Source: an optimization exercise on an open RTL-to-GDS flow (aim: small area and a short achievable clock period). Production flows keep margins and buffers that such runs may drop.
RTL that was checked went through simulation tests only; none was proved equivalent to the original.
Function not checked in run 7: the RTL went through the layout flow alone.
Power is estimated from default activity; no workload was simulated.

==> design.v <==
`timescale 1ns/1ns
module region_ram (
    input  logic                      clk,
    input  logic [(1<<5)-1:0] rrow,
    output logic [16-1:0] rword,
    input  logic                      we,
    input  logic [5-1:0] waddr,
    input  logic [16-1:0] wdata
);
    localparam int unsigned DEPTH = 1 << 5;
    logic [DEPTH-1:0][16-1:0] mem;
    logic [DEPTH-1:0]                     wrow;
    always_comb begin
        for (int i = 0; i < DEPTH; i++) begin
            wrow[i] = we && (waddr == 5'(i));
        end
    end
    always_ff @(posedge clk) begin
        for (int i = 0; i < DEPTH; i++) begin
            if (wrow[i]) begin
                mem[i] <= wdata;
            end
        end
    end
    always_comb begin
        rword = '0;
        for (int i = 0; i < DEPTH; i++) begin
            rword |= {16{rrow[i]}} & mem[i];
        end
    end
endmodule
`timescale 1ns/1ns
module region_fifo (
    input  logic                      clk,
    input  logic                      rst_n,
    input  logic                      re,
    output logic [16-1:0] head,
    input  logic                      we,
    input  logic [16-1:0] wdata,
    output logic                      empty,
    output logic                      almostfull
);
    localparam int unsigned DEPTH = 1 << 5;
    localparam logic [5:0] AFULL_LEVEL = (5+1)'(DEPTH - 4);
    logic [DEPTH-1:0][16-1:0] mem;
    logic [5:0]   count;
    logic [3:0]                head_lo, head_lo_nxt;
    logic [DEPTH/4-1:0]        head_hi, head_hi_nxt;
    logic                      do_wr;
    logic [DEPTH-1:0]          hrow;
    logic [5:0]   count_up, count_dn, count_nxt;
    assign do_wr = we && !count[5];
    assign count_up = count + 1'b1;
    assign count_dn = count - 1'b1;
    always_comb begin
        if (re) begin
            count_nxt = do_wr ? count : count_dn;
        end else begin
            count_nxt = do_wr ? count_up : count;
        end
    end
    always_comb begin
        head_lo_nxt = head_lo;
        head_hi_nxt = head_hi;
        if (do_wr && !re) begin
            head_lo_nxt = {head_lo[2:0], head_lo[3]};
            if (head_lo[3]) begin
                head_hi_nxt = {head_hi[DEPTH/4-2:0], head_hi[DEPTH/4-1]};
            end
        end else if (re && !do_wr) begin
            head_lo_nxt = {head_lo[0], head_lo[3:1]};
            if (head_lo[0]) begin
                head_hi_nxt = {head_hi[0], head_hi[DEPTH/4-1:1]};
            end
        end
    end
    always_ff @(posedge clk) begin
        if (!rst_n) begin
            count      <= '0;
            head_lo    <= 4'b1000;
            head_hi    <= {1'b1, {(DEPTH/4-1){1'b0}}};
            empty      <= 1'b1;
            almostfull <= 1'b0;
        end else begin
            count      <= count_nxt;
            head_lo    <= head_lo_nxt;
            head_hi    <= head_hi_nxt;
            empty      <= (count_nxt == '0);
            almostfull <= (count_nxt >= AFULL_LEVEL);
        end
    end
    always_ff @(posedge clk) begin
        if (do_wr) begin
            mem <= {mem[DEPTH-2:0], wdata};
        end
    end
    always_comb begin
        for (int i = 0; i < DEPTH; i++) begin
            hrow[i] = head_lo[i%4] && head_hi[i/4];
        end
        head = '0;
        for (int i = 0; i < DEPTH; i++) begin
            head |= {16{hrow[i]}} & mem[i];
        end
    end
endmodule
`timescale 1ns/1ns
module read_arbiter (
    input  logic                                     clk,
    input  logic                                     rst_n,
    input  logic [4-1:0]                re,
    input  logic [2*4-1:0]              rsel,
    input  logic [5*4-1:0] raddr,
    output logic [4-1:0]                rvalid,
    output logic [16*4-1:0] rdata,
    output logic [(1<<5)-1:0]           ram_rrow,
    input  logic [16-1:0]                ram_rdata,
    output logic                                     fifo_re,
    input  logic [16-1:0]                fifo_rdata,
    input  logic                                     fifo_empty
);
    logic [4-1:0] ram_req;
    logic [4-1:0] fifo_req;
    logic [4-1:0] rvalid_q;
    logic [16*4-1:0] rdata_q;
    always_comb begin
        ram_rrow = '0;
        for (int c = 0; c < 4; c++) begin
            ram_req[c]  = re[c] && (rsel[2*c +: 2] == 2'd1);
            fifo_req[c] = re[c] && (rsel[2*c +: 2] == 2'd2);
            for (int i = 0; i < (1 << 5); i++) begin
                ram_rrow[i] = ram_rrow[i] ||
                    (ram_req[c] && raddr[c*5 +: 5] == 5'(i));
            end
        end
    end
    assign fifo_re = |fifo_req && !fifo_empty;
    always_ff @(posedge clk) begin
        if (!rst_n) begin
            rvalid_q <= '0;
        end else begin
            for (int c = 0; c < 4; c++) begin
                rvalid_q[c] <= ram_req[c] || (fifo_req[c] && !fifo_empty);
            end
        end
    end
    always_ff @(posedge clk) begin
        for (int c = 0; c < 4; c++) begin
            rdata_q[c*16 +: 16] <= rsel[2*c + 1] ? fifo_rdata : ram_rdata;
        end
    end
    assign rvalid = rvalid_q;
    assign rdata  = rdata_q;
endmodule
`timescale 1ns/1ns
module write_arbiter (
    input  logic                                     clk,
    input  logic                                     rst_n,
    input  logic [4-1:0]                we,
    input  logic [2*4-1:0]              wsel,
    input  logic [5*4-1:0] waddr,
    input  logic [16*4-1:0] wdata,
    output logic                                     ram_we,
    output logic [5-1:0]                ram_waddr,
    output logic [16-1:0]                ram_wdata,
    output logic                                     fifo_we,
    output logic [16-1:0]                fifo_wdata
);
    logic [4-1:0] ram_req;
    logic [4-1:0] fifo_req;
    logic [5-1:0] ram_waddr_d;
    logic [16-1:0] ram_wdata_d;
    logic [16-1:0] fifo_wdata_d;
    always_comb begin
        ram_waddr_d  = '0;
        ram_wdata_d  = '0;
        fifo_wdata_d = '0;
        for (int c = 0; c < 4; c++) begin
            ram_req[c]  = we[c] && wsel[2*c + 0];
            fifo_req[c] = we[c] && wsel[2*c + 1];
            ram_waddr_d  |= {5{ram_req[c]}}  & waddr[c*5 +: 5];
            ram_wdata_d  |= {16{ram_req[c]}}  & wdata[c*16 +: 16];
            fifo_wdata_d |= {16{fifo_req[c]}} & wdata[c*16 +: 16];
        end
    end
    always_ff @(posedge clk) begin
        if (!rst_n) begin
            ram_we  <= 1'b0;
            fifo_we <= 1'b0;
        end else begin
            ram_we  <= |ram_req;
            fifo_we <= |fifo_req;
        end
    end
    always_ff @(posedge clk) begin
        ram_waddr  <= ram_waddr_d;
        ram_wdata  <= ram_wdata_d;
        fifo_wdata <= fifo_wdata_d;
    end
endmodule
`timescale 1ns/1ns
module region (
    input  logic                                     clk,
    input  logic                                     rst_n,
    input  logic [4-1:0]                re,
    input  logic [2*4-1:0]              rsel,
    input  logic [5*4-1:0] raddr,
    input  logic [4-1:0]                we,
    input  logic [2*4-1:0]              wsel,
    input  logic [5*4-1:0] waddr,
    input  logic [16*4-1:0] wdata,
    output logic [4-1:0]                rvalid,
    output logic [16*4-1:0] rdata,
    output logic                                     empty,
    output logic                                     almostfull
);
    logic [(1<<5)-1:0] ram_rrow;
    logic [16-1:0] ram_rdata;
    logic                      ram_we;
    logic [5-1:0] ram_waddr;
    logic [16-1:0] ram_wdata;
    logic                      fifo_re;
    logic [16-1:0] fifo_rdata;
    logic                      fifo_we;
    logic [16-1:0] fifo_wdata;
    read_arbiter i_read_arbiter (
        .clk        (clk),
        .rst_n      (rst_n),
        .re         (re),
        .rsel       (rsel),
        .raddr      (raddr),
        .rvalid     (rvalid),
        .rdata      (rdata),
        .ram_rrow   (ram_rrow),
        .ram_rdata  (ram_rdata),
        .fifo_re    (fifo_re),
        .fifo_rdata (fifo_rdata),
        .fifo_empty (empty)
    );
    write_arbiter i_write_arbiter (
        .clk        (clk),
        .rst_n      (rst_n),
        .we         (we),
        .wsel       (wsel),
        .waddr      (waddr),
        .wdata      (wdata),
        .ram_we     (ram_we),
        .ram_waddr  (ram_waddr),
        .ram_wdata  (ram_wdata),
        .fifo_we    (fifo_we),
        .fifo_wdata (fifo_wdata)
    );
    region_ram i_region_ram (
        .clk    (clk),
        .rrow   (ram_rrow),
        .rword  (ram_rdata),
        .we     (ram_we),
        .waddr  (ram_waddr),
        .wdata  (ram_wdata)
    );
    region_fifo i_region_fifo (
        .clk        (clk),
        .rst_n      (rst_n),
        .re         (fifo_re),
        .head       (fifo_rdata),
        .we         (fifo_we),
        .wdata      (fifo_wdata),
        .empty      (empty),
        .almostfull (almostfull)
    );
endmodule
==> run.sh <==
#!/bin/bash
# synth_recipe.tcl (not shown) runs the flow's synth.tcl, then flattens the netlist and writes it again
# the make line also repeats each setting of config.mk as NAME=value (left out here)
make -C /OpenROAD-flow-scripts/flow DESIGN_CONFIG=/design/flow/config.mk WORK_HOME=/design/flow/orfs CLKGATE_MAP_FILE= SYNTH_SCRIPT=/design/flow/synth_recipe.tcl finish
==> config.mk <==
export PLATFORM = sky130hd
export DESIGN_NAME = region
export DESIGN_NICKNAME = region
export VERILOG_FILES = /design/flow/design.v
export SDC_FILE = /design/flow/constraint.sdc
export NUM_CORES = 4
export LEC_CHECK = 0
export CAP_MARGIN = 20
export CORE_MARGIN = 2
export CORE_UTILIZATION = 40
export SETUP_SLACK_MARGIN = 2.0
export SLEW_MARGIN = 20
==> constraint.sdc <==
create_clock -name core_clock -period 4.0 [get_ports {clk}]
set_input_delay 0.8000 -clock core_clock [delete_from_list [all_inputs] [get_ports {clk}]]
set_output_delay 0.8000 -clock core_clock [all_outputs]
set_load 0.01 [all_outputs]
==> notes.md, run 1 <==
vias 33300; CTS clock-pin slew for the worst setup and hold paths 70 ps; #FFs+latches synth 1151; Worst Max-Slew Pin Slew 1200 ps; Top Metal Used met4; DR WL met3 19400 um; placed insts 4717; Gate power share 17.0%; worst path arrival time 2900 ps; TritonCTS clock tree built; leading cell type in the layout, fill and taps excluded edfxtp_1; CTS H-tree lvls 3; Wirelength per Cell 30.9 um; setup_tns 0 ps; hpwl dp 94500 um; Most used DFF post-synth edfxtp_1; initial antenna violation count 2; 1st-pass router iterations 6; Via density 6.34; worst hold start re[0]; Non-Filler Instances 5252; Critical path origin raddr[0]; Sink Count 1151; final setup vio count 0; Routed Antenna Nets 0; status no timing/DRC/antenna violations; row cnt 122; initial core utilization 40.2%; worst-case clock skew 21.5 ps; I/O pins 200; Fill cells 8859; sw frac 27.6%; clock network power share 35.4%; cells after synthesis 3044; Die ar. 114000 sq um; die height 337 um; area delta synth->final 32.2%; pin count of the biggest net entering global routing 96; Final Hold Viols 0; vias in the first global route 31200; share of layout cells above drive strength 1 28.7%; Static Leakage 0.0197 uW; crit-path max FO 8; gpl congestion 0.898; P_int 23200 uW; synth unique cells 54; die width 337 um; Clock Path Buffers 3; Worst Hold Slack 369 ps; FMAX 425 MHz; fin crit share 58.8%; fin crit period 2350 ps; sequential share of power 47.6%; Skew-Pair Late Insertion Delay 710 ps; Slew Viols, Final 0; crit end category register; maximum vdd drop 369 uV; WP data required 4550 ps; Final Core Density 53.2%; Power Density 547 nW/um^2; M1 WL 61600 um; Post-synth EDFFs 1024; DRC errors left 0; fin nets 3797; RSZ-0062 raised after global routing yes; Reg-to-Reg Start i_region_fifo.head_lo[3]; sequential-to-total area share from yosys stat 75.0%; GRT Resource Usage Total 27.4%; Max-Cap Viols 0; relative slew slack 19.7%; P_sw 8860 uW; port bufs 199; first-pass GRT wire length 224000 um; Startpoint Class primary input; Root Buffer clkbuf_16; total wire length 162000 um; total CTS buffers 111; total grt overflow 0; Syn Nets 3177; Hold Path Class primary input to register; syn avg cell area 14.6 sq um; WS Path Type primary input to register; Met2 Routed Length 72400 um; placed cell areas 49600 sq um; asr flop ratio synth 0%; core area 110000 sq um; synthesized area 44400 sq um; most frequent cells in the layout edfxtp_1, buf_4, o21ai_1; post-route cell area 58700 sq um; initial DRC count 5056; synth warn 4
-- what timing repair did --
| action | in CTS | in global routing |
|---|---|---|
| cloned | 22 | 6 |
| setup endpoints to repair | 556 | 286 |
| setup buffers | 230 | 64 |
| pin swaps | 176 | 105 |
| resized for setup | 892 | 177 |
| hold buffers | 0 | 0 |
-- final timing paths --
kind                                                   end  slack, ps  cells after the start
worst min register to register       i_region_fifo.mem[13]        400                      0
worst max register to register  i_read_arbiter.rdata_q[44]       1740                     10
worst min-delay path            i_read_arbiter.rvalid_q[0]        370                      3
worst max-delay path            i_read_arbiter.rdata_q[13]       1650                     10
-- synth_stat cells (7+ instances only) --
library cell / count / area, sq um
a22o_1: 22 / 193
buf_1: 10 / 37.5
mux2i_1: 15 / 150
clkbuf_1: 148 / 556
a2111oi_0: 10 / 87.6
a221oi_1: 22 / 193
buf_2: 39 / 195
or4b_1: 8 / 80.1
and4_1: 12 / 105
nor4_2: 20 / 250
edfxtp_1: 1024 / 30700
nand4bb_1: 19 / 214
nor4_1: 23 / 144
nor2_1: 104 / 390
nand4b_1: 14 / 123
nand4_1: 199 / 1240
o21ai_0: 335 / 1680
and2_1: 42 / 263
o22ai_1: 35 / 219
o211a_1: 7 / 70.1
and3_1: 30 / 188
o22ai_2: 29 / 363
nand3_1: 191 / 956
a22oi_1: 178 / 1340
o21ai_1: 183 / 916
a21oi_1: 7 / 35.0
nand2_1: 63 / 236
a31oi_1: 65 / 407
dfxtp_1: 127 / 2540
-- sequential cells by signal, indices dropped and copies added, names as in the netlist --
signal,count
i_region_ram.mem,512
i_region_fifo.mem,512
i_region_fifo.head_hi,8
i_read_arbiter.rdata_q,64
i_region_fifo.almostfull,1
i_write_arbiter.ram_we,1
i_region_fifo.empty,1
i_region_fifo.head_lo,4
i_region_fifo.count,6
i_write_arbiter.ram_waddr,5
i_write_arbiter.fifo_we,1
i_write_arbiter.fifo_wdata,16
i_read_arbiter.rvalid_q,4
i_write_arbiter.ram_wdata,16
-- layer usage --
metal / track usage [%] / vias to the layer above
met5: 0 / -
met4: 12.8 / 0
met3: 5.72 / 496
met2: 41.8 / 2454
met1: 37.7 / 16700
li1: - / 13600
-- power groups by stage --
stage / Clock, uW / Combinational [uW] / Sequential, uW
detailed placement: 0 / 4130 / 15500
global placement: 0 / 4090 / 15500
finish: 11400 / 5450 / 15300
floorplan: 0 / 1920 / 15200
CTS: 11400 / 5000 / 15200
global route: 11900 / 5650 / 15300
-- worst max-delay path: stages --
cell and delay (ps):
buf_6 120, nand4b_1 170, buf_4 170, buf_4 160
o22ai_4 150, buf_4 200, o21ai_2 130, nand4_1 320
nor4_4 510, a31oi_1 160
-- stage by stage --
step | total power (uW) | setup WS (ps)
detailed placement | 19700 | 128
global route | 32900 | 1650
CTS | 31700 | 1810
floorplan | 17100 | 1240
global placement | 19600 | 140
finish | 32100 | 1650
-- cell type report --
class                           instances  area (sq um)  share of cell area, %
Timing Repair inverter                  2          27.5                 0.0469
Tap cell                             1488          1860                   3.17
Clock inverter                         64           863                   1.47
Antenna cell                            1          2.50                0.00426
Clock buffer                          148          3080                   5.25
Sequential cell                      1151         33400                   56.9
Timing Repair Buffer                  696          7070                   12.0
Multi-Input combinational cell       1692         12300                   21.0
Inverter                               10          63.8                  0.109
-- cell families (layout without fill, tap and decap cells) --
logic type | count (synthesis) | count (layout) | share of synthesized area (%)
flip-flops | 1151 | 1151 | 75.0
AO/OA/AOI/OAI | 902 | 909 | 12.6
AND/OR/NAND/NOR | 760 | 761 | 10.0
buffers and inverters | 209 | 920 | 1.89
multiplexers | 15 | 15 | 0.338
XOR/XNOR | 4 | 4 | 0.0790
adder cells (fa/ha/maj) | 3 | 3 | 0.0846
other | 0 | 1 | 0
==> inputs of run 2 (changes only) <==
--- a/config.mk
+++ b/config.mk
@@ -9,4 +9,4 @@
 export CORE_MARGIN = 2
 export CORE_UTILIZATION = 40
-export SETUP_SLACK_MARGIN = 2.0
+export SETUP_SLACK_MARGIN = 1.7
 export SLEW_MARGIN = 20
==> notes.md, run 2 <==
initial DRC count 5148 (was 5056); syn avg cell area 14.6 sq um (unchanged); Syn Nets 3177 (unchanged); Worst Max-Slew Pin Slew 1130 ps (was 1200 ps); crit-path max FO 8 (unchanged); CTS H-tree lvls 3 (unchanged); most frequent cells in the layout edfxtp_1, buf_4, o21ai_0 (was edfxtp_1, buf_4, o21ai_1); Startpoint Class primary input (unchanged); final setup vio count 0 (unchanged); gpl congestion 0.913 (was 0.898); total CTS buffers 115 (was 111); Most used DFF post-synth edfxtp_1 (unchanged); sequential-to-total area share from yosys stat 75.0% (unchanged); hpwl dp 94700 um (was 94500 um); initial core utilization 40.2% (unchanged); worst path arrival time 3020 ps (was 2900 ps); hold path cells 3 (unchanged); status no timing/DRC/antenna violations (unchanged); Static Leakage 0.0192 uW (was 0.0197 uW); Hold Crit Endpoint i_read_arbiter.rvalid_q[2] (was i_read_arbiter.rvalid_q[0]); Worst Path Buf+Inv 5 (was 4); P_sw 8640 uW (was 8860 uW); Sink Count 1151 (unchanged); cells after synthesis 3044 (unchanged); synth warn 4 (unchanged); leading cell type in the layout, fill and taps excluded edfxtp_1 (unchanged); Skew-Pair Late Insertion Delay 730 ps (was 710 ps); synth unique cells 54 (unchanged); Hold Path Class primary input to register (unchanged); Root Buffer clkbuf_16 (unchanged); largest area contributor in the netlist edfxtp_1 (unchanged); total wire length 161000 um (was 162000 um); Slew Viols, Final 0 (unchanged); fin nets 3741 (was 3797); FMAX 410 MHz (was 425 MHz); cell depth of the worst setup path 11 (was 10); WP data required 4580 ps (was 4550 ps); die height 337 um (unchanged); worst hold start rsel[4] (was re[0]); clock network power share 35.3% (was 35.4%); die width 337 um (unchanged); maximum vdd drop 426 uV (was 369 uV); CP top delay family buffers and inverters (was simple AND/OR/NAND/NOR gates); multi-input combinational cell area 12200 sq um (was 12300 sq um); Worst Hold Slack 329 ps (was 369 ps); initial antenna violation count 7 (was 2); Reg-to-Reg Start i_region_fifo.head_lo[3] (unchanged); port bufs 199 (unchanged); RSZ-0062 raised after global routing yes (unchanged); Final Hold Viols 0 (unchanged); hold buffer count at CTS 0 (unchanged); Die ar. 114000 sq um (unchanged); register area 33400 sq um (about the same); Top cell by count, worst path buf_4 (unchanged); Reg2Reg Depth 6 (was 10); Post-synth EDFFs 1024 (unchanged); CTS clock-pin slew for the worst setup and hold paths 60 ps (was 70 ps); leading post-synthesis cells by cell area edfxtp_1, dfxtp_1, o21ai_0, a22oi_1, nand4_1 (unchanged); Clock Path Buffers 3 (unchanged); Worst path slowest cell nor4_4 (unchanged); post-route cell area 57700 sq um (was 58700 sq um); top-area cell type share of the netlist area 69.3% (unchanged); Commonest cells post-synth edfxtp_1, o21ai_0, nand4_1 (unchanged); pin count of the biggest net entering global routing 173 (was 96); first-pass GRT wire length 221000 um (was 224000 um); #FFs+latches synth 1151 (unchanged); worst-case clock skew 43.1 ps (was 21.5 ps); Gate power share 15.6% (was 17.0%); sequential share of power 49.1% (was 47.6%); total grt overflow 0 (unchanged); Power Density 541 nW/um^2 (was 547 nW/um^2); asr flop ratio synth 0% (unchanged); setup_tns 0 ps (unchanged); fin crit share 61.0% (was 58.8%); area delta synth->final 30.0% (was 32.2%); core area 110000 sq um (unchanged); worst-path cell chain clkbuf_4 > nand4b_1 > buf_4 > o22ai_4 > buf_6 > buf_4 > o21ai_0 > nand4_1 > nor4_4 > buf_4 > a31oi_1 (was buf_6 > nand4b_1 > buf_4 > buf_4 > o22ai_4 > buf_4 > o21ai_2 > nand4_1 > nor4_4 > a31oi_1); Via density 6.35 (was 6.34); TritonCTS clock tree built (unchanged); fin crit period 2440 ps (was 2350 ps); Max-Cap Viols 0 (unchanged); placed cell areas 49500 sq um (was 49600 sq um); P_int 22500 uW (was 23200 uW); vias 33000 (was 33300); row cnt 122 (unchanged); R2R Path End i_read_arbiter.rdata_q[33] (was i_read_arbiter.rdata_q[44]); synthesized area 44400 sq um (unchanged); Fill cells 8912 (was 8859); Max stage delay on crit path 390 ps (was 510 ps); vias in the first global route 30900 (was 31200); Routed Antenna Nets 0 (unchanged); n_diodes 0 (was 1); GRT Resource Usage Total 26.9% (was 27.4%); top-count cell post-synth edfxtp_1 (unchanged); 1st-pass router iterations 6 (unchanged); sw frac 27.7% (was 27.6%); relative slew slack 24.4% (was 19.7%); FF-to-FF setup slack 1670 ps (was 1740 ps); Wirelength per Cell 31.0 um (was 30.9 um); Final Core Density 52.3% (was 53.2%); largest registers i_region_fifo.mem (512), i_region_ram.mem (512), i_read_arbiter.rdata_q (64) (unchanged); I/O pins 200 (unchanged); share of layout cells above drive strength 1 24.1% (was 28.7%); crit end category register (unchanged); DRC errors left 0 (unchanged); WS Path Type primary input to register (unchanged)
==> run 2: cell counts after synthesis <==
Identical to the previous run, type by type.
==> run 2: cells by family after synthesis <==
| logic type | synth area share [%] |
|---|---|
| compound gates | 12.6 |
| xor+xnor | 0.0790 |
| fa+ha+maj | 0.0846 |
| buf+inv | 1.89 |
| flops | 75.0 |
| mux | 0.338 |
| simple gates | 10.0 |
==> run 2: worst max-delay path by stage <==
stage / start / end / slack [ps]
floorplan: i_region_fifo.count[5] / i_region_fifo.head_hi[7] / 1240
global placement: re[3] / i_read_arbiter.rdata_q[40] / 150
detailed placement: re[3] / i_read_arbiter.rdata_q[24] / 140
CTS: raddr[5] / i_read_arbiter.rdata_q[35] / 1650
global route: raddr[13] / i_read_arbiter.rdata_q[10] / 1550
finish: raddr[18] / i_read_arbiter.rdata_q[18] / 1560
==> run 2: power groups by stage <==
| stage | Sequential [uW] | Combinational, uW | Clock [uW] |
|---|---|---|---|
| 3_5_place_dp | 15500 | 4140 | 0 |
| 5_1_grt | 15400 | 5080 | 11500 |
| 3_3_place_gp | 15500 | 4090 | 0 |
| 2_1_floorplan | 15200 | 1910 | 0 |
| 4_1_cts | 15300 | 4350 | 11100 |
| 6_report | 15300 | 4880 | 11000 |
==> run 2: through the flow <==
step	power [uW]	cells	worst slack, ps
2_1_floorplan	17100	3044	1240
3_3_place_gp	19600	4703	153
3_5_place_dp	19600	4703	136
4_1_cts	30700	5087	1650
5_1_grt	32000	5196	1550
6_report	31200	5196	1560
==> run 2: final cells by class <==
type,count,share of cell area [%]
clock inverters,64,1.23
clock buffers,153,5.38
flip-flops and latches,1151,57.8
multi-input cells,1695,21.2
inverters,10,0.111
repair buffers,634,11.1
well taps,1488,3.23
repair inverters,1,0.0195
==> run 2: repair_timing <==
action | CTS | global route
endpoints found under the setup margin | 154 | 164
endpoints found under the hold margin | 0 | 0
pin swaps | 111 | 169
setup buffers | 153 | 98
resized for setup | 435 | 284
gates cloned | 14 | 11
==> run 2: per-layer routing <==
layer | track usage (%) | vias up | share of wire, %
li1 | - | 13500 | -
met1 | 36.6 | 16500 | 38
met2 | 40.8 | 2386 | 44
met3 | 7.24 | 575 | 12
met4 | 11.6 | 4 | 5.4
met5 | 0 | - | 0.017
==> run 2: worst min-delay path, cell delays in order <==
cell and delay [ps]:
buf_12 110, nand2_1 50, a21oi_1 50
==> inputs of run 3 (changes only) <==
--- a/config.mk
+++ b/config.mk
@@ -8,5 +8,7 @@
 export CAP_MARGIN = 20
 export CORE_MARGIN = 2
-export CORE_UTILIZATION = 40
-export SETUP_SLACK_MARGIN = 1.7
+export CORE_UTILIZATION = 45
+export CTS_CLUSTER_DIAMETER = 80
+export CTS_CLUSTER_SIZE = 25
+export SETUP_SLACK_MARGIN = 1.75
 export SLEW_MARGIN = 20
==> notes.md, run 3 <==
Via density 6.60 (was 6.35); synthesized area 44400 sq um (unchanged); most frequent cells in the layout edfxtp_1, buf_4, o21ai_0 (unchanged); Max stage delay on crit path 680 ps (was 390 ps); worst-case clock skew 29.2 ps (was 43.1 ps); gpl congestion 0.967 (was 0.913); first-pass GRT wire length 216000 um (was 221000 um); Sink Count 1151 (unchanged); Final Hold Viols 0 (unchanged); DRC errors left 0 (unchanged); FMAX 403 MHz (was 410 MHz); leading cell type in the layout, fill and taps excluded edfxtp_1 (unchanged); Max-Cap Viols 0 (unchanged); initial antenna violation count 8 (was 7); Root Buffer clkbuf_16 (unchanged); Wirelength per Cell 31.7 um (was 31.0 um); TritonCTS clock tree built (unchanged); Worst Max-Slew Pin Slew 1140 ps (was 1130 ps); worst-path cell chain buf_2 > or4b_4 > buf_4 > o22ai_4 > buf_6 > o21ai_0 > nand4_1 > nor4_4 > buf_6 > a31oi_4 (was clkbuf_4 > nand4b_1 > buf_4 > o22ai_4 > buf_6 > buf_4 > o21ai_0 > nand4_1 > nor4_4 > buf_4 > a31oi_1); Reg2Reg Depth 7 (was 6); row cnt 115 (was 122); Commonest cells post-synth edfxtp_1, o21ai_0, nand4_1 (unchanged); vias in the first global route 30500 (was 30900); Power Density 484 nW/um^2 (was 541 nW/um^2); n_diodes 0 (unchanged); synth unique cells 54 (unchanged); total wire length 154000 um (was 161000 um); leading post-synthesis cells by cell area edfxtp_1, dfxtp_1, o21ai_0, a22oi_1, nand4_1 (unchanged); CTS H-tree lvls 2 (was 3); Syn Nets 3177 (unchanged); Static Leakage 0.0182 uW (was 0.0192 uW); maximum vdd drop 355 uV (was 426 uV); Startpoint Class primary input (unchanged); largest registers i_region_fifo.mem (512), i_region_ram.mem (512), i_read_arbiter.rdata_q (64) (unchanged); top-count cell post-synth edfxtp_1 (unchanged); crit end category register (unchanged); hold buffer count at CTS 0 (unchanged); initial core utilization 45.2% (was 40.2%); total CTS buffers 53 (was 115); total grt overflow 0 (unchanged); worst path arrival time 3080 ps (was 3020 ps); fin crit share 62.1% (was 61.0%); pin count of the biggest net entering global routing 183 (was 173); area delta synth->final 25.1% (was 30.0%); Skew-Pair Late Insertion Delay 690 ps (was 730 ps); hpwl dp 94700 um (about the same); final setup vio count 0 (unchanged); relative slew slack 24.1% (was 24.4%); Routed Antenna Nets 0 (unchanged); top-area cell type share of the netlist area 69.3% (unchanged); hold path cells 3 (unchanged); fin nets 3679 (was 3741); asr flop ratio synth 0% (unchanged); placed insts 4478 (was 4703); CTS clock-pin slew for the worst setup and hold paths 100 ps (was 60 ps); sequential-to-total area share from yosys stat 75.0% (unchanged); Clock Path Buffers 3 (unchanged); GRT Resource Usage Total 29.1% (was 26.9%); core area 98100 sq um (was 110000 sq um); fin crit period 2480 ps (was 2440 ps); status no timing/DRC/antenna violations (unchanged); RSZ-0062 raised after global routing yes (unchanged); share of layout cells above drive strength 1 23.3% (was 24.1%); die height 318 um (was 337 um); Die ar. 101000 sq um (was 114000 sq um); Slew Viols, Final 0 (unchanged); crit-path max FO 8 (unchanged); setup_tns 0 ps (unchanged); cells after synthesis 3044 (unchanged); WP data required 4590 ps (was 4580 ps); #FFs+latches synth 1151 (unchanged); Worst path slowest cell or4b_4 (was nor4_4); Top cell by count, worst path buf_6 (was buf_4); WS Path Type primary input to register (unchanged); I/O pins 200 (unchanged); Hold Path Class primary input to register (unchanged); Post-synth EDFFs 1024 (unchanged); vias 32200 (was 33000); initial DRC count 4824 (was 5148); 1st-pass router iterations 6 (unchanged); Most used DFF post-synth edfxtp_1 (unchanged); largest area contributor in the netlist edfxtp_1 (unchanged); Non-Filler Instances 4877 (was 5196); synth warn 4 (unchanged); port bufs 199 (unchanged); die width 318 um (was 337 um); syn avg cell area 14.6 sq um (unchanged)
[run 3: cell counts after synthesis]
Identical to the previous run, type by type.
[run 3: kinds of logic after synthesis]
family	count (synthesis)	share of synthesized area (%)
AOI/OAI and AO/OA	902	12.6
xor gates and xnor gates	4	0.0790
adders and majority gates	3	0.0846
buffers and inverters	209	1.89
DFF	1151	75.0
muxes	15	0.338
and+or+nand+nor	760	10.0
[run 3: path summary, 6_finish.rpt]
check                                              startpoint                         end  slack (ps)
worst max register to register       i_region_fifo.head_lo[1]  i_read_arbiter.rdata_q[31]        1700
worst min register to register  i_write_arbiter.fifo_wdata[6]        i_region_fifo.mem[6]         410
worst min-delay path                                    re[2]  i_read_arbiter.rvalid_q[2]         350
worst max-delay path                                raddr[16]   i_read_arbiter.rdata_q[2]        1520
[run 3: layout make-up]
| class | count | area (sq um) |
|---|---|---|
| multi-input cells | 1691 | 12400 |
| inverters | 10 | 63.8 |
| clock inverters | 7 | 86.3 |
| flip-flops and latches | 1151 | 33400 |
| well taps | 1287 | 1610 |
| repair buffers | 639 | 6440 |
| fillers | 7636 | 42600 |
| clock buffers | 92 | 1550 |
[run 3: stage by stage]
stage               setup slack [ps]  hold WS [ps]  utilization (%)  total power (uW)  area (sq um)
floorplan                       1240           386                -             17100         45400
global placement                 137           389             50.0             19700         49000
detailed placement              43.7           389             50.0             19700         49000
CTS                             1690           343             55.0             26400         54000
global route                    1540           363             56.6             27600         55500
finish                          1520           346             56.6             26900         55500
[run 3: worst max-delay path, delay by kind of cell]
| kind | cells | cell delay (ps) |
|---|---|---|
| AO/OA/AOI/OAI | 3 | 540 |
| buffers and inverters | 4 | 650 |
| AND/OR/NAND/NOR | 3 | 1080 |
[run 3: repair_timing]
action	4_1_cts	5_1_grt
gates resized for setup	552	162
buffers inserted	200	85
pin swaps	156	106
hold endpoints to repair	0	0
endpoints found under the setup margin	179	122
cloned	11	4
[run 3: layer usage]
layer	vias up	global-route usage, %	part of all wire [%]
met4	6	11.6	5.1
met5	-	0	0.027
li1	13300	-	-
met2	2174	46.6	47
met1	16300	38.8	37
met3	448	6.60	11
[run 3: report_power, final]
part	internal [uW]	leakage [uW]	switching [uW]
sequential	14500	0.0103	931
combinational	1780	0.00709	3170
clock	2740	0.000784	3760
total	19000	0.0182	7860
==> inputs of run 4 (changes only) <==
==> flow/run.sh (new file) <==
#!/bin/bash
# Layout flow: the standard ORFS flow (standard.sh), unchanged synthesis,
# with plain buffers on the ports instead of the delay cells buffer_ports
# picks by default. Each step's output goes to a log of its own here.
set -euo pipefail
export BUFFER_PORTS_ARGS="-buffer_cell sky130_fd_sc_hd__buf_2"
bash standard.sh synth > synth.log 2>&1
bash standard.sh floorplan > floorplan.log 2>&1
bash standard.sh place > place.log 2>&1
bash standard.sh cts > cts.log 2>&1
bash standard.sh route > route.log 2>&1
bash standard.sh finish > finish.log 2>&1
==> standard.sh (new file) <==
#!/bin/bash
# synth_recipe.tcl (not shown) runs the flow's synth.tcl, then flattens the netlist and writes it again
# the make line also repeats each setting of config.mk as NAME=value (left out here)
make -C /OpenROAD-flow-scripts/flow DESIGN_CONFIG=/design/flow/config.mk WORK_HOME=/design/flow/orfs CLKGATE_MAP_FILE= SYNTH_SCRIPT=/design/flow/synth_recipe.tcl "${@:-finish}"
--- a/config.mk
+++ b/config.mk
@@ -8,7 +8,7 @@
 export CAP_MARGIN = 20
 export CORE_MARGIN = 2
-export CORE_UTILIZATION = 45
+export CORE_UTILIZATION = 50
 export CTS_CLUSTER_DIAMETER = 80
 export CTS_CLUSTER_SIZE = 25
-export SETUP_SLACK_MARGIN = 1.75
+export SETUP_SLACK_MARGIN = 2.0
 export SLEW_MARGIN = 20
removed: run.sh
==> notes.md, run 4 <==
placed insts 4354 (was 4478); leading cell type in the layout, fill and taps excluded edfxtp_1 (unchanged); #FFs+latches synth 1151 (unchanged); Top cell by count, worst path buf_12 (was buf_6); most frequent cells in the layout edfxtp_1, buf_4, o21ai_0 (unchanged); total wire length 154000 um (about the same); GRT Resource Usage Total 32.6% (was 29.1%); synth unique cells 54 (unchanged); Wirelength per Cell 32.6 um (was 31.7 um); status no timing/DRC/antenna violations (unchanged); hold path cells 3 (unchanged); asr flop ratio synth 0% (unchanged); die height 302 um (was 318 um); Syn Nets 3177 (unchanged); vias 32200 (about the same); FMAX 423 MHz (was 403 MHz); final setup vio count 0 (unchanged); Fill cells 6426 (was 7636); Sink Count 1151 (unchanged); core area 88200 sq um (was 98100 sq um); largest registers i_region_fifo.mem (512), i_region_ram.mem (512), i_read_arbiter.rdata_q (64) (unchanged); TritonCTS clock tree built (unchanged); Routed Antenna Nets 0 (unchanged); Power Density 498 nW/um^2 (was 484 nW/um^2); pin count of the biggest net entering global routing 198 (was 183); worst path arrival time 2900 ps (was 3080 ps); Die ar. 91200 sq um (was 101000 sq um); WS Path Type primary input to register (unchanged); worst hold start waddr[6] (was re[2]); Final WS setup 1640 ps (was 1520 ps); Hold Path Class primary input to register (unchanged); Skew-Pair Late Insertion Delay 690 ps (about the same); setup_tns 0 ps (unchanged); Max stage delay on crit path 440 ps (was 680 ps); largest area contributor in the netlist edfxtp_1 (unchanged); crit-path max FO 8 (unchanged); I/O pins 200 (unchanged); Non-Filler Instances 4726 (was 4877); Root Buffer clkbuf_16 (unchanged); synthesized area 44400 sq um (unchanged); Clock Path Buffers 3 (unchanged); WP data required 4540 ps (was 4590 ps); gpl congestion 0.950 (was 0.967); sequential-to-total area share from yosys stat 75.0% (unchanged); Final Hold Viols 0 (unchanged); Worst path slowest cell nor4_4 (was or4b_4); leading post-synthesis cells by cell area edfxtp_1, dfxtp_1, o21ai_0, a22oi_1, nand4_1 (unchanged); initial core utilization 50.3% (was 45.2%); RSZ-0062 raised after global routing yes (unchanged); Commonest cells post-synth edfxtp_1, o21ai_0, nand4_1 (unchanged); 1st-pass router iterations 6 (unchanged); total grt overflow 0 (unchanged); cells after synthesis 3044 (unchanged); Worst Max-Slew Pin Slew 1270 ps (was 1140 ps); CTS clock-pin slew for the worst setup and hold paths 100 ps (about the same); Worst Path Buf+Inv 4 (unchanged); hold buffer count at CTS 0 (unchanged); Most used DFF post-synth edfxtp_1 (unchanged); total CTS buffers 54 (was 53); Startpoint Class primary input (unchanged); DRC errors left 0 (unchanged); Reg2Reg Depth 8 (was 7); Max-Cap Viols 0 (unchanged); cell depth of the worst setup path 10 (unchanged); syn avg cell area 14.6 sq um (unchanged); Slew Viols, Final 0 (unchanged); initial antenna violation count 10 (was 8); worst-case clock skew 49.8 ps (was 29.2 ps); area delta synth->final 22.3% (was 25.1%); row cnt 109 (was 115); hpwl dp 93800 um (was 94700 um); crit end category register (unchanged); worst-path cell chain buf_6 > or4b_4 > buf_12 > o22ai_4 > buf_12 > o21ai_2 > nand4_1 > nor4_4 > buf_4 > a31oi_1 (was buf_2 > or4b_4 > buf_4 > o22ai_4 > buf_6 > o21ai_0 > nand4_1 > nor4_4 > buf_6 > a31oi_4); Critical path origin rsel[0] (was raddr[16]); CTS H-tree lvls 2 (unchanged); vias in the first global route 30300 (was 30500); top-count cell post-synth edfxtp_1 (unchanged); fin nets 3646 (was 3679); Worst Hold Slack 333 ps (was 346 ps); share of layout cells above drive strength 1 26.7% (was 23.3%); port bufs 199 (unchanged); Final Core Density 61.5% (was 56.6%); synth warn 4 (unchanged); initial DRC count 4685 (was 4824); Post-synth EDFFs 1024 (unchanged); Reg-to-Reg Start i_region_fifo.head_lo[0] (was i_region_fifo.head_lo[1]); top-area cell type share of the netlist area 69.3% (unchanged); maximum vdd drop 468 uV (was 355 uV); fin crit period 2360 ps (was 2480 ps); relative slew slack 15.2% (was 24.1%); Static Leakage 0.0180 uW (was 0.0182 uW); die width 302 um (was 318 um); Via density 6.81 (was 6.60); pre-CTS setup slack 380 ps (was 43.7 ps); fin crit share 59.1% (was 62.1%); CP top delay family simple AND/OR/NAND/NOR gates (unchanged); first-pass GRT wire length 214000 um (was 216000 um)
## run 4: cell counts after synthesis
Identical to the previous run, type by type.
## run 4: metal layers
layer	global-route usage (%)	vias to the layer above	part of all wire, %
met5	0	-	0.0078
met1	44.3	16200	37
met3	6.95	449	11
met4	15.2	2	6.0
met2	50.8	2260	45
li1	-	13300	-
## run 4: area by class of cell
type	instances	area (sq um)	share of cell area (%)
Multi-Input combinational cell	1698	12100	22.4
Clock inverter	11	140	0.258
Timing Repair inverter	2	27.5	0.0507
Antenna cell	2	5.00	0.00922
Inverter	10	63.8	0.118
Tap cell	1165	1460	2.69
Timing Repair Buffer	596	5510	10.1
Sequential cell	1151	33400	61.6
Clock buffer	91	1530	2.82
## run 4: metrics by stage
stage	power [uW]	area, sq um
floorplan	17100	45500
global placement	19200	47900
CTS	26700	53300
global route	27700	54300
detailed placement	19300	47900
finish	27000	54300
## run 4: logic make-up (layout without fill, tap and decap cells)
family / count (synthesis) / count (layout) / synth area share (%)
DFF: 1151 / 1151 / 75.0
AOI/OAI and AO/OA: 902 / 914 / 12.6
and+or+nand+nor: 760 / 762 / 10.0
buffers and inverters: 209 / 710 / 1.89
muxes: 15 / 15 / 0.338
xor gates and xnor gates: 4 / 4 / 0.0790
adders and majority gates: 3 / 3 / 0.0846
other: 0 / 2 / 0
## run 4: tightest hold or removal path, cell delays in order
cell and delay (ps):
buf_2 70, a22oi_1 50, nand2_1 60
## run 4: worst paths after layout
kind              slack (ps)                            to
setup reg to reg        1750    i_read_arbiter.rdata_q[49]
hold reg to reg          420          i_region_fifo.mem[8]
hold / removal           330  i_write_arbiter.ram_waddr[1]
setup / recovery        1640    i_read_arbiter.rdata_q[14]
## run 4: repair_timing
action,4_1_cts,5_1_grt
setup endpoints to repair,522,472
gates resized for setup,383,114
cloned,22,6
buffers inserted,189,51
pin swaps,193,74
## run 4: report_power, final
part	leakage, uW	switching (uW)	internal, uW
logic	0.00685	3230	1960
clock network	0.000802	3800	2750
registers	0.0103	804	14500
total	0.0180	7840	19200
==> inputs of run 5 (changes only) <==
--- a/config.mk
+++ b/config.mk
@@ -8,5 +8,5 @@
 export CAP_MARGIN = 20
 export CORE_MARGIN = 2
-export CORE_UTILIZATION = 50
+export CORE_UTILIZATION = 55
 export CTS_CLUSTER_DIAMETER = 80
 export CTS_CLUSTER_SIZE = 25
==> notes.md, run 5 <==
status no timing/DRC/antenna violations (unchanged); Via density 7.08 (was 6.81); synth warn 4 (unchanged); Max-Cap Viols 0 (unchanged); fin nets 3743 (was 3646); sequential-to-total area share from yosys stat 75.0% (unchanged); Startpoint Class primary input (unchanged); crit end category register (unchanged); Worst Max-Slew Pin Slew 1090 ps (was 1270 ps); port bufs 199 (unchanged); pin count of the biggest net entering global routing 184 (was 198); relative slew slack 27.2% (was 15.2%); GRT Resource Usage Total 37.4% (was 32.6%); setup_tns 0 ps (unchanged); initial DRC count 5064 (was 4685); top-count cell post-synth edfxtp_1 (unchanged); fin crit share 59.6% (was 59.1%); worst-path cell chain buf_6 > or4b_4 > o22ai_4 > buf_12 > o21ai_1 > nand4_1 > nor4_4 > buf_4 > a31oi_2 (was buf_6 > or4b_4 > buf_12 > o22ai_4 > buf_12 > o21ai_2 > nand4_1 > nor4_4 > buf_4 > a31oi_1); worst path arrival time 2920 ps (was 2900 ps); worst-case clock skew 35.7 ps (was 49.8 ps); largest area contributor in the netlist edfxtp_1 (unchanged); 1st-pass router iterations 6 (unchanged); fin crit period 2380 ps (was 2360 ps); Power Density 484 nW/um^2 (was 498 nW/um^2); area delta synth->final 24.7% (was 22.3%); CTS clock-pin slew for the worst setup and hold paths 100 ps (about the same); TritonCTS clock tree built (unchanged); #FFs+latches synth 1151 (unchanged); total grt overflow 0 (unchanged); Syn Nets 3177 (unchanged); final setup vio count 0 (unchanged); total wire length 162000 um (was 154000 um); Most used DFF post-synth edfxtp_1 (unchanged); FF-to-FF setup slack 1770 ps (was 1750 ps); Max stage delay on crit path 630 ps (was 440 ps); Hold Path Class primary input to register (unchanged); asr flop ratio synth 0% (unchanged); Reg-to-Reg Start i_region_fifo.head_lo[3] (was i_region_fifo.head_lo[0]); Clock Path Buffers 3 (unchanged); I/O pins 200 (unchanged); largest registers i_region_fifo.mem (512), i_region_ram.mem (512), i_read_arbiter.rdata_q (64) (unchanged); Reg2Reg Depth 8 (unchanged); sequential share of power 56.9% (was 56.5%); syn avg cell area 14.6 sq um (unchanged); hpwl dp 94100 um (was 93800 um); FMAX 420 MHz (was 423 MHz); Routed Antenna Nets 0 (unchanged); synthesized area 44400 sq um (unchanged); initial core utilization 55.4% (was 50.3%); clock network power share 23.7% (was 24.3%); worst setup path endpoint i_read_arbiter.rdata_q[35] (was i_read_arbiter.rdata_q[14]); most frequent cells in the layout edfxtp_1, buf_4, o21ai_1 (was edfxtp_1, buf_4, o21ai_0); Sink Count 1151 (unchanged); Wirelength per Cell 34.4 um (was 32.6 um); Static Leakage 0.0185 uW (was 0.0180 uW); first-pass GRT wire length 221000 um (was 214000 um); maximum vdd drop 356 uV (was 468 uV); top-area cell type share of the netlist area 69.3% (unchanged); Gate power share 19.5% (was 19.2%); P_int 19000 uW (was 19200 uW); Root Buffer clkbuf_16 (unchanged); die width 288 um (was 302 um); Skew-Pair Late Insertion Delay 670 ps (was 690 ps); Pwr Total 26800 uW (was 27000 uW); Worst path slowest cell nor4_4 (unchanged); vias in the first global route 30800 (was 30300); P_sw 7780 uW (was 7840 uW); RSZ-0062 raised after global routing yes (unchanged); gpl congestion 0.922 (was 0.950); CTS H-tree lvls 2 (unchanged); crit-path max FO 10 (was 8); R2R Path End i_read_arbiter.rdata_q[63] (was i_read_arbiter.rdata_q[49]); WS Path Type primary input to register (unchanged); die height 288 um (was 302 um); leading cell type in the layout, fill and taps excluded edfxtp_1 (unchanged); Die ar. 83000 sq um (was 91200 sq um); Final Hold Viols 0 (unchanged); share of layout cells above drive strength 1 28.8% (was 26.7%); core area 80200 sq um (was 88200 sq um); Slew Viols, Final 0 (unchanged); Post-synth EDFFs 1024 (unchanged); cells after synthesis 3044 (unchanged); leading post-synthesis cells by cell area edfxtp_1, dfxtp_1, o21ai_0, a22oi_1, nand4_1 (unchanged); total CTS buffers 53 (was 54); WP data required 4540 ps (about the same); synth unique cells 54 (unchanged); row cnt 104 (was 109); vias 33400 (was 32200); Critical path origin re[2] (was rsel[0]); DRC errors left 0 (unchanged); sw frac 29.1% (was 29.0%); Commonest cells post-synth edfxtp_1, o21ai_0, nand4_1 (unchanged); initial antenna violation count 5 (was 10)
## run 5: cell counts after synthesis
Identical to the previous run, type by type.
## run 5: worst min-delay path by stage
stage / from / end / slack, ps / depth (start not counted)
6_report: wdata[57] / i_write_arbiter.fifo_wdata[9] / 370 / 3
5_1_grt: wdata[10] / i_write_arbiter.fifo_wdata[10] / 360 / 3
4_1_cts: wdata[57] / i_write_arbiter.fifo_wdata[9] / 350 / 3
3_5_place_dp: i_write_arbiter.fifo_wdata[9] / i_region_fifo.mem[9] / 390 / 0
3_3_place_gp: i_write_arbiter.fifo_wdata[15] / i_region_fifo.mem[15] / 390 / 0
2_1_floorplan: i_write_arbiter.fifo_wdata[0] / i_region_fifo.mem[0] / 390 / 0
## run 5: metal layers
layer  part of all wire, %  routed length, um  global-route usage [%]  up-vias
met3                    12              19700                    8.38      624
met2                    45              73500                    58.8     2678
met1                    35              57200                    49.3    16600
li1                      -                  -                       -    13500
met5                0.0062                 10                       0        -
met4                   7.2              11600                    19.1        2
## run 5: what timing repair did
action | 4_1_cts | 5_1_grt
gates cloned | 28 | 6
pin swaps | 173 | 114
hold buffers | 0 | 0
resized for setup | 442 | 192
setup buffers | 257 | 77
endpoints found under the setup margin | 544 | 170
## run 5: final cells by class
class	instances	area [sq um]
diodes	2	5.00
clock buffers	89	1490
clock inverters	8	72.6
fillers	5494	24800
inverters	10	63.8
multi-input cells	1707	12500
flip-flops and latches	1151	33400
well taps	1060	1330
repair buffers	685	6460
repair inverters	2	32.5
## run 5: critical path: cells and delay by family
family / cells / cell delay, ps
AOI/OAI and AO/OA: 3 / 350
buffers and inverters: 3 / 550
and+or+nand+nor: 3 / 1190
## run 5: cell families after synthesis
logic type	synth area share, %
buffers and inverters	1.89
adder cells (fa/ha/maj)	0.0846
XOR/XNOR	0.0790
flip-flops	75.0
AO/OA/AOI/OAI	12.6
multiplexers	0.338
AND/OR/NAND/NOR	10.0
## run 5: power groups by stage
stage / registers [uW] / logic (uW) / clock network (uW)
after floorplan: 15200 / 1920 / 0
after global placement: 15400 / 3870 / 0
after detailed placement: 15400 / 3960 / 0
after CTS: 15200 / 4850 / 6340
after global routing: 15300 / 5410 / 6750
final: 15200 / 5210 / 6330
## run 5: per-stage QoR
step / area (sq um) / cells / setup WS (ps) / hold WS [ps] / util (%)
after detailed placement: 47700 / 4247 / 283 / 389 / 59.5
after CTS: 53900 / 4629 / 1760 / 350 / 67.2
after global routing: 55300 / 4712 / 1610 / 359 / 69.0
final: 55300 / 4714 / 1620 / 372 / 69.0
after floorplan: 45500 / 3044 / 1240 / 386 / -
after global placement: 47700 / 4247 / 345 / 387 / 59.5
==> inputs of run 6 (changes only) <==
--- a/config.mk
+++ b/config.mk
@@ -8,7 +8,7 @@
 export CAP_MARGIN = 20
 export CORE_MARGIN = 2
-export CORE_UTILIZATION = 55
+export CORE_UTILIZATION = 45
 export CTS_CLUSTER_DIAMETER = 80
 export CTS_CLUSTER_SIZE = 25
-export SETUP_SLACK_MARGIN = 2.0
+export SETUP_SLACK_MARGIN = 1.75
 export SLEW_MARGIN = 20
==> notes.md, run 6 <==
status no timing/DRC/antenna violations (unchanged); Hold Path Class primary input to register (unchanged); gpl congestion 0.928 (was 0.922); Slew Viols, Final 0 (unchanged); I/O pins 200 (unchanged); leading post-synthesis cells by cell area edfxtp_1, dfxtp_1, o21ai_0, a22oi_1, nand4_1 (unchanged); most frequent cells in the layout edfxtp_1, buf_4, o21ai_0 (was edfxtp_1, buf_4, o21ai_1); sw frac 29.0% (was 29.1%); CTS H-tree lvls 2 (unchanged); area delta synth->final 22.6% (was 24.7%); crit-path max FO 8 (was 10); Most used DFF post-synth edfxtp_1 (unchanged); clock network power share 24.2% (was 23.7%); Non-Filler Instances 4839 (was 4714); hold buffer count at CTS 0 (unchanged); P_int 18800 uW (was 19000 uW); n_diodes 0 (was 2); worst path arrival time 2960 ps (was 2920 ps); Static Leakage 0.0179 uW (was 0.0185 uW); total wire length 154000 um (was 162000 um); WP data required 4540 ps (about the same); die height 318 um (was 288 um); setup_tns 0 ps (unchanged); Worst Max-Slew Pin Slew 1040 ps (was 1090 ps); final setup vio count 0 (unchanged); top-count cell post-synth edfxtp_1 (unchanged); core area 98100 sq um (was 80200 sq um); vias in the first global route 30100 (was 30800); #FFs+latches synth 1151 (unchanged); port bufs 199 (unchanged); relative slew slack 30.5% (was 27.2%); initial DRC count 5001 (was 5064); fin nets 3644 (was 3743); Routed Antenna Nets 0 (unchanged); die width 318 um (was 288 um); fin crit period 2420 ps (was 2380 ps); Commonest cells post-synth edfxtp_1, o21ai_0, nand4_1 (unchanged); RSZ-0062 raised after global routing yes (unchanged); crit end category register (unchanged); Post-synth EDFFs 1024 (unchanged); worst-case clock skew 19.9 ps (was 35.7 ps); Die ar. 101000 sq um (was 83000 sq um); Gate power share 18.4% (was 19.5%); placed insts 4466 (was 4247); DR WL met3 17800 um (was 19700 um); 1st-pass router iterations 6 (unchanged); hpwl dp 92000 um (was 94100 um); GRT Resource Usage Total 28.2% (was 37.4%); row cnt 115 (was 104); syn avg cell area 14.6 sq um (unchanged); Clock Path Buffers 3 (unchanged); synth warn 4 (unchanged); Syn Nets 3177 (unchanged); Fill cells 7734 (was 5494); Top Metal Used met4 (was met5); Sink Count 1151 (unchanged); Startpoint Class primary input (unchanged); Max-Cap Viols 0 (unchanged); cells after synthesis 3044 (unchanged); Met2 Routed Length 70600 um (was 73500 um); P_sw 7690 uW (was 7780 uW); largest area contributor in the netlist edfxtp_1 (unchanged); synth unique cells 54 (unchanged); WS Path Type primary input to register (unchanged); leading cell type in the layout, fill and taps excluded edfxtp_1 (unchanged); pin count of the biggest net entering global routing 178 (was 184); synthesized area 44400 sq um (unchanged); TritonCTS clock tree built (unchanged); sequential share of power 57.3% (was 56.9%); Final Hold Viols 0 (unchanged); CTS clock-pin slew for the worst setup and hold paths 90 ps (was 100 ps); DRC errors left 0 (unchanged); maximum vdd drop 353 uV (was 356 uV); total CTS buffers 54 (was 53); Via density 6.66 (was 7.08); total grt overflow 0 (unchanged); vias 32200 (was 33400); largest registers i_region_fifo.mem (512), i_region_ram.mem (512), i_read_arbiter.rdata_q (64) (unchanged); sequential-to-total area share from yosys stat 75.0% (unchanged); Wirelength per Cell 31.9 um (was 34.4 um); Root Buffer clkbuf_16 (unchanged); M1 WL 57000 um (was 57200 um); share of layout cells above drive strength 1 26.3% (was 28.8%); asr flop ratio synth 0% (unchanged); first-pass GRT wire length 210000 um (was 221000 um); initial core utilization 45.2% (was 55.4%); Power Density 487 nW/um^2 (was 484 nW/um^2); fin crit share 60.5% (was 59.6%); Skew-Pair Late Insertion Delay 680 ps (was 670 ps); top-area cell type share of the netlist area 69.3% (unchanged); initial antenna violation count 2 (was 5); FMAX 414 MHz (was 420 MHz)
[run 6: cell families after synthesis]
| family | synth area share (%) |
|---|---|
| AND/OR/NAND/NOR | 10.0 |
| AO/OA/AOI/OAI | 12.6 |
| multiplexers | 0.338 |
| buffers and inverters | 1.89 |
| XOR/XNOR | 0.0790 |
| flip-flops | 75.0 |
| adder cells (fa/ha/maj) | 0.0846 |
[run 6: worst max-delay path, stage by stage]
cell      delay, ps
buf_12          120
nand4b_1        250
buf_4           190
buf_6           120
o22ai_4         130
buf_12          170
o21ai_1         140
nand4_1         330
nor4_4          380
buf_6           210
a31oi_4          90
[run 6: layout make-up]
class | count | area [sq um] | share of cell area (%)
sequential | 1151 | 33300 | 61.3
inverter | 10 | 63.8 | 0.117
tap | 1287 | 1610 | 2.96
multi-input combinational | 1700 | 12500 | 23.0
timing repair buffer | 594 | 5290 | 9.73
clock inverter | 11 | 93.8 | 0.172
clock buffer | 86 | 1510 | 2.78
[run 6: layer usage]
layer	vias to the layer above	track usage (%)
li1	13300	-
met1	16100	38.3
met2	2367	45.1
met3	517	5.21
met4	0	11.3
met5	-	0
[run 6: path summary, 6_finish.rpt]
check	from	to	slack [ps]	cells past startpoint
worst max-delay path	rsel[2]	i_read_arbiter.rdata_q[42]	1580	11
worst min-delay path	waddr[14]	i_write_arbiter.ram_waddr[4]	350	3
worst max register to register	i_region_fifo.head_lo[1]	i_read_arbiter.rdata_q[34]	1720	7
worst min register to register	i_write_arbiter.fifo_wdata[14]	i_region_fifo.mem[14]	410	0
[run 6: stage by stage]
step | instance area (sq um) | setup slack [ps] | hold slack, ps | util (%) | total power, uW
6_report | 54400 | 1580 | 353 | 55.5 | 26500
5_1_grt | 54400 | 1600 | 354 | 55.5 | 27200
4_1_cts | 51900 | 1700 | 326 | 52.8 | 25900
3_5_place_dp | 48000 | 385 | 392 | 48.9 | 19200
3_3_place_gp | 48000 | 438 | 389 | 48.9 | 19100
2_1_floorplan | 45400 | 1240 | 386 | - | 17100
[run 6: timing repair]
item | in CTS | in global routing
hold endpoints to repair | 0 | 0
cloned | 10 | 19
endpoints found under the setup margin | 123 | 156
resized for setup | 168 | 326
pin swaps | 82 | 155
setup buffers | 133 | 114
[run 6: power by group through the flow]
stage | Sequential (uW) | Combinational (uW) | Clock, uW
6_report | 15200 | 4880 | 6420
5_1_grt | 15300 | 5070 | 6890
4_1_cts | 15200 | 4200 | 6500
3_5_place_dp | 15500 | 3740 | 0
3_3_place_gp | 15500 | 3650 | 0
2_1_floorplan | 15200 | 1910 | 0
==> inputs of run 7 (changes only) <==
--- a/design.v
+++ b/design.v
@@ -2,5 +2,5 @@
 module region_ram (
     input  logic                      clk,
-    input  logic [(1<<5)-1:0] rrow,
+    input  logic [5-1:0] raddr,
     output logic [16-1:0] rword,
     input  logic                      we,
@@ -11,7 +11,9 @@
     logic [DEPTH-1:0][16-1:0] mem;
     logic [DEPTH-1:0]                     wrow;
+    logic [DEPTH-1:0]                     rrow;
     always_comb begin
         for (int i = 0; i < DEPTH; i++) begin
             wrow[i] = we && (waddr == 5'(i));
+            rrow[i] = (raddr == 5'(i));
         end
     end
@@ -45,6 +47,5 @@
     logic [DEPTH-1:0][16-1:0] mem;
     logic [5:0]   count;
-    logic [3:0]                head_lo, head_lo_nxt;
-    logic [DEPTH/4-1:0]        head_hi, head_hi_nxt;
+    logic [5-1:0] head_idx;
     logic                      do_wr;
     logic [DEPTH-1:0]          hrow;
@@ -60,30 +61,11 @@
         end
     end
-    always_comb begin
-        head_lo_nxt = head_lo;
-        head_hi_nxt = head_hi;
-        if (do_wr && !re) begin
-            head_lo_nxt = {head_lo[2:0], head_lo[3]};
-            if (head_lo[3]) begin
-                head_hi_nxt = {head_hi[DEPTH/4-2:0], head_hi[DEPTH/4-1]};
-            end
-        end else if (re && !do_wr) begin
-            head_lo_nxt = {head_lo[0], head_lo[3:1]};
-            if (head_lo[0]) begin
-                head_hi_nxt = {head_hi[0], head_hi[DEPTH/4-1:1]};
-            end
-        end
-    end
     always_ff @(posedge clk) begin
         if (!rst_n) begin
             count      <= '0;
-            head_lo    <= 4'b1000;
-            head_hi    <= {1'b1, {(DEPTH/4-1){1'b0}}};
             empty      <= 1'b1;
             almostfull <= 1'b0;
         end else begin
             count      <= count_nxt;
-            head_lo    <= head_lo_nxt;
-            head_hi    <= head_hi_nxt;
             empty      <= (count_nxt == '0);
             almostfull <= (count_nxt >= AFULL_LEVEL);
@@ -95,7 +77,8 @@
         end
     end
-    always_comb begin
-        for (int i = 0; i < DEPTH; i++) begin
-            hrow[i] = head_lo[i%4] && head_hi[i/4];
+    assign head_idx = count[5-1:0] - 1'b1;
+    always_comb begin
+        for (int i = 0; i < DEPTH; i++) begin
+            hrow[i] = (head_idx == 5'(i));
         end
         head = '0;
@@ -114,5 +97,5 @@
     output logic [4-1:0]                rvalid,
     output logic [16*4-1:0] rdata,
-    output logic [(1<<5)-1:0]           ram_rrow,
+    output logic [5-1:0]                ram_raddr,
     input  logic [16-1:0]                ram_rdata,
     output logic                                     fifo_re,
@@ -125,12 +108,9 @@
     logic [16*4-1:0] rdata_q;
     always_comb begin
-        ram_rrow = '0;
+        ram_raddr = '0;
         for (int c = 0; c < 4; c++) begin
             ram_req[c]  = re[c] && (rsel[2*c +: 2] == 2'd1);
             fifo_req[c] = re[c] && (rsel[2*c +: 2] == 2'd2);
-            for (int i = 0; i < (1 << 5); i++) begin
-                ram_rrow[i] = ram_rrow[i] ||
-                    (ram_req[c] && raddr[c*5 +: 5] == 5'(i));
-            end
+            ram_raddr  |= {5{ram_req[c]}} & raddr[c*5 +: 5];
         end
     end
@@ -215,5 +195,5 @@
     output logic                                     almostfull
 );
-    logic [(1<<5)-1:0] ram_rrow;
+    logic [5-1:0] ram_raddr;
     logic [16-1:0] ram_rdata;
     logic                      ram_we;
@@ -232,5 +212,5 @@
         .rvalid     (rvalid),
         .rdata      (rdata),
-        .ram_rrow   (ram_rrow),
+        .ram_raddr  (ram_raddr),
         .ram_rdata  (ram_rdata),
         .fifo_re    (fifo_re),
@@ -253,5 +233,5 @@
     region_ram i_region_ram (
         .clk    (clk),
-        .rrow   (ram_rrow),
+        .raddr  (ram_raddr),
         .rword  (ram_rdata),
         .we     (ram_we),
==> run.sh (new file) <==
#!/bin/bash
# synth_recipe.tcl (not shown) runs the flow's synth.tcl, then flattens the netlist and writes it again
# the make line also repeats each setting of config.mk as NAME=value (left out here)
make -C /OpenROAD-flow-scripts/flow DESIGN_CONFIG=/design/flow/config.mk WORK_HOME=/design/flow/orfs CLKGATE_MAP_FILE= SYNTH_SCRIPT=/design/flow/synth_recipe.tcl finish
--- a/config.mk
+++ b/config.mk
@@ -8,7 +8,5 @@
 export CAP_MARGIN = 20
 export CORE_MARGIN = 2
-export CORE_UTILIZATION = 45
-export CTS_CLUSTER_DIAMETER = 80
-export CTS_CLUSTER_SIZE = 25
-export SETUP_SLACK_MARGIN = 1.75
+export CORE_UTILIZATION = 40
+export SETUP_SLACK_MARGIN = 2.0
 export SLEW_MARGIN = 20
removed: flow/run.sh
removed: standard.sh
==> notes.md, run 7 <==
status no timing/DRC/antenna violations (unchanged); Max-Cap Viols 0 (unchanged); CTS clock-pin slew for the worst setup and hold paths 60 ps (was 90 ps); leading cell type in the layout, fill and taps excluded edfxtp_1 (unchanged); WS Path Type register to register (was primary input to register); row cnt 120 (was 115); hold buffer count at CTS 0 (unchanged); Startpoint Class register (was primary input); Sink Count 1139 (was 1151); syn avg cell area 15.9 sq um (was 14.6 sq um); FF-to-FF setup slack 770 ps (was 1720 ps); total wire length 164000 um (was 154000 um); initial DRC count 4599 (was 5001); Worst Hold Slack 403 ps (was 353 ps); Worst Max-Slew Pin Slew 972 ps (was 1040 ps); synth warn 4 (unchanged); I/O pins 200 (unchanged); Slew Viols, Final 0 (unchanged); placed cell areas 50000 sq um (was 48000 sq um); fin crit share 80.9% (was 60.5%); top-count cell post-synth edfxtp_1 (unchanged); post-route cell area 58100 sq um (was 54400 sq um); DRC errors left 0 (unchanged); initial antenna violation count 0 (was 2); synth unique cells 68 (was 54); top-area cell type share of the netlist area 71.0% (was 69.3%); final setup vio count 0 (unchanged); first-pass GRT wire length 227000 um (was 210000 um); die height 333 um (was 318 um); Die ar. 111000 sq um (was 101000 sq um); RSZ-0062 raised after global routing yes (unchanged); Most used DFF post-synth edfxtp_1 (unchanged); Commonest cells post-synth edfxtp_1, a22oi_1, nand3_1 (was edfxtp_1, o21ai_0, nand4_1); FMAX 309 MHz (was 414 MHz); largest area contributor in the netlist edfxtp_1 (unchanged); hpwl dp 105000 um (was 92000 um); fin crit period 3230 ps (was 2420 ps); asr flop ratio synth 0% (unchanged); total grt overflow 0 (unchanged); #FFs+latches synth 1139 (was 1151); sequential-to-total area share from yosys stat 76.3% (was 75.0%); core area 107000 sq um (was 98100 sq um); gpl congestion 0.928 (about the same); Post-synth EDFFs 1024 (unchanged); Static Leakage 0.0204 uW (was 0.0179 uW); placed insts 4499 (was 4466); CTS H-tree lvls 3 (was 2); Hold Path Class register to register (was primary input to register); vias in the first global route 30200 (was 30100); Root Buffer clkbuf_16 (unchanged); Via density 6.19 (was 6.66); Skew-Pair Late Insertion Delay 730 ps (was 680 ps); worst path arrival time 3820 ps (was 2960 ps); Clock Path Buffers 3 (unchanged); synthesized area 43300 sq um (was 44400 sq um); maximum vdd drop 378 uV (was 353 uV); pin count of the biggest net entering global routing 128 (was 178); share of layout cells above drive strength 1 34.5% (was 26.3%); setup_tns 0 ps (unchanged); GRT Resource Usage Total 28.7% (was 28.2%); Syn Nets 2859 (was 3177); cells after synthesis 2723 (was 3044); Wirelength per Cell 33.1 um (was 31.9 um); TritonCTS clock tree built (unchanged); largest registers i_region_fifo.mem (512), i_region_ram.mem (512), i_read_arbiter.rdata_q (64) (unchanged); n_diodes 0 (unchanged); fin nets 3578 (was 3644); Non-Filler Instances 4946 (was 4839); 1st-pass router iterations 8 (was 6); crit end category register (unchanged); WP data required 4580 ps (was 4540 ps); area delta synth->final 34.1% (was 22.6%); Routed Antenna Nets 0 (unchanged); Final Core Density 54.2% (was 55.5%); leading post-synthesis cells by cell area edfxtp_1, dfxtp_1, a22oi_1, nand3_1, mux2_2 (was edfxtp_1, dfxtp_1, o21ai_0, a22oi_1, nand4_1); initial core utilization 40.4% (was 45.2%); most frequent cells in the layout edfxtp_1, buf_4, a22oi_1 (was edfxtp_1, buf_4, o21ai_0); worst-case clock skew 51.5 ps (was 19.9 ps); crit-path max FO 7 (was 8); total CTS buffers 117 (was 54); Final Hold Viols 0 (unchanged); Power Density 625 nW/um^2 (was 487 nW/um^2); die width 333 um (was 318 um); relative slew slack 35.1% (was 30.5%); vias 30600 (was 32200); port bufs 199 (unchanged)
-- run 7: cells by family after synthesis --
kind of cell    Yosys count  share of synthesized area, %
xor+xnor                  4                        0.0983
simple gates            756                          9.42
buf+inv                 171                          1.64
fa+ha+maj                 6                         0.173
flops                  1139                          76.3
mux                     106                          2.63
compound gates          541                          9.69
-- run 7: what timing repair did --
| action | CTS | global route |
|---|---|---|
| setup buffers | 150 | 64 |
| gates cloned | 12 | 1 |
| setup endpoints to repair | 717 | 150 |
| pin swaps | 97 | 97 |
| gates resized for setup | 726 | 185 |
-- run 7: stage by stage --
stage,power [uW],setup slack (ps)
after floorplan,18500,985
after global placement,23100,-592
after detailed placement,23200,-577
after CTS,35700,799
after global routing,37200,661
final,36300,765
-- run 7: path summary, 6_finish.rpt --
kind | startpoint | end | cells past startpoint
worst min register to register | i_write_arbiter.fifo_wdata[11] | i_region_fifo.mem[11] | 0
worst max register to register | i_region_fifo.count[0] | i_read_arbiter.rdata_q[19] | 13
worst max-delay path | i_region_fifo.count[0] | i_read_arbiter.rdata_q[19] | 13
worst min-delay path | i_write_arbiter.fifo_wdata[11] | i_region_fifo.mem[11] | 0
-- run 7: critical path: stages (launching register included) --
cell,delay [ps]
dfxtp_4,360
inv_4,70
ha_4,160
nor3b_4,300
xnor2_4,170
buf_6,180
nor2b_2,110
buf_6,160
buf_12,140
and3_1,200
a2111oi_4,280
nand3_1,110
or4_4,590
mux2_4,280
-- run 7: cell type report --
cell class / count / area (sq um)
Fill cell: 8489 / 49100
Timing Repair Buffer: 759 / 7580
Inverter: 7 / 37.5
Tap cell: 1403 / 1760
Sequential cell: 1139 / 33100
Multi-Input combinational cell: 1418 / 11700
Clock buffer: 153 / 3220
Clock inverter: 67 / 653
-- run 7: where the power goes --
group / total, uW / switching (uW) / leakage [uW] / internal, uW
clock: 11000 / 4660 / 0.00189 / 6310
combinational: 10200 / 5620 / 0.00831 / 4590
sequential: 15100 / 724 / 0.0102 / 14400
total: 36300 / 11000 / 0.0204 / 25300
-- run 7: metal layers --
metal	vias up	part of all wire (%)	global-route usage, %
li1	12500	-	-
met1	15400	36	36.4
met2	2127	48	47.1
met3	512	10	5.41
met4	0	6.1	14.9
met5	-	0	0

[what the ideal ports hide]
How much do the figures lean on ideal ports? The routed layouts below were timed once more, with nothing changed but the port constraints. Step 1 (the two cells are an assumption about what drives the block):
set clk [get_ports {clk}]
set_driving_cell -lib_cell sky130_fd_sc_hd__clkbuf_16 $clk
set_driving_cell -lib_cell sky130_fd_sc_hd__buf_2 [delete_from_list [all_inputs] $clk]
Step 2, shift: input delay + t, output delay - t, t = (earliest + latest rising clock arrival at the registers) / 2. This alone moves slack from input paths to output paths. a / b / c = ideal ports / drivers / drivers and shift; a / b = the first two.
| run | t (ns) | slack for setup (ns) | worst setup path at the end | cell pins on the clock port's net |
|---|---|---|---|---|
| run 1 | 0.778 | 1.647 / 1.678 / 0.901 | input to register | 1 |
| run 2 | 0.782 | 1.559 / 1.573 / 0.791 | input to register | 1 |
| run 3 | 0.750 | 1.517 / 1.565 / 0.816 | input to register | 1 |
| run 4 | 0.738 | 1.637 / 1.645 / 0.907 | input to register | 1 |
| run 5 | 0.730 | 1.616 / 1.645 / 0.915 | input to register | 1 |
| run 6 | 0.744 | 1.582 / 1.606 / 0.861 | input to register | 1 |
| run 7 | 0.778 | 0.765 / 0.765 / 0.124 | input to register | 1 |
After both steps every run listed still meets setup and hold. The setup slack of run 2, which loses most, moves by +0.014 ns with the drivers and by -0.768 ns with both steps.
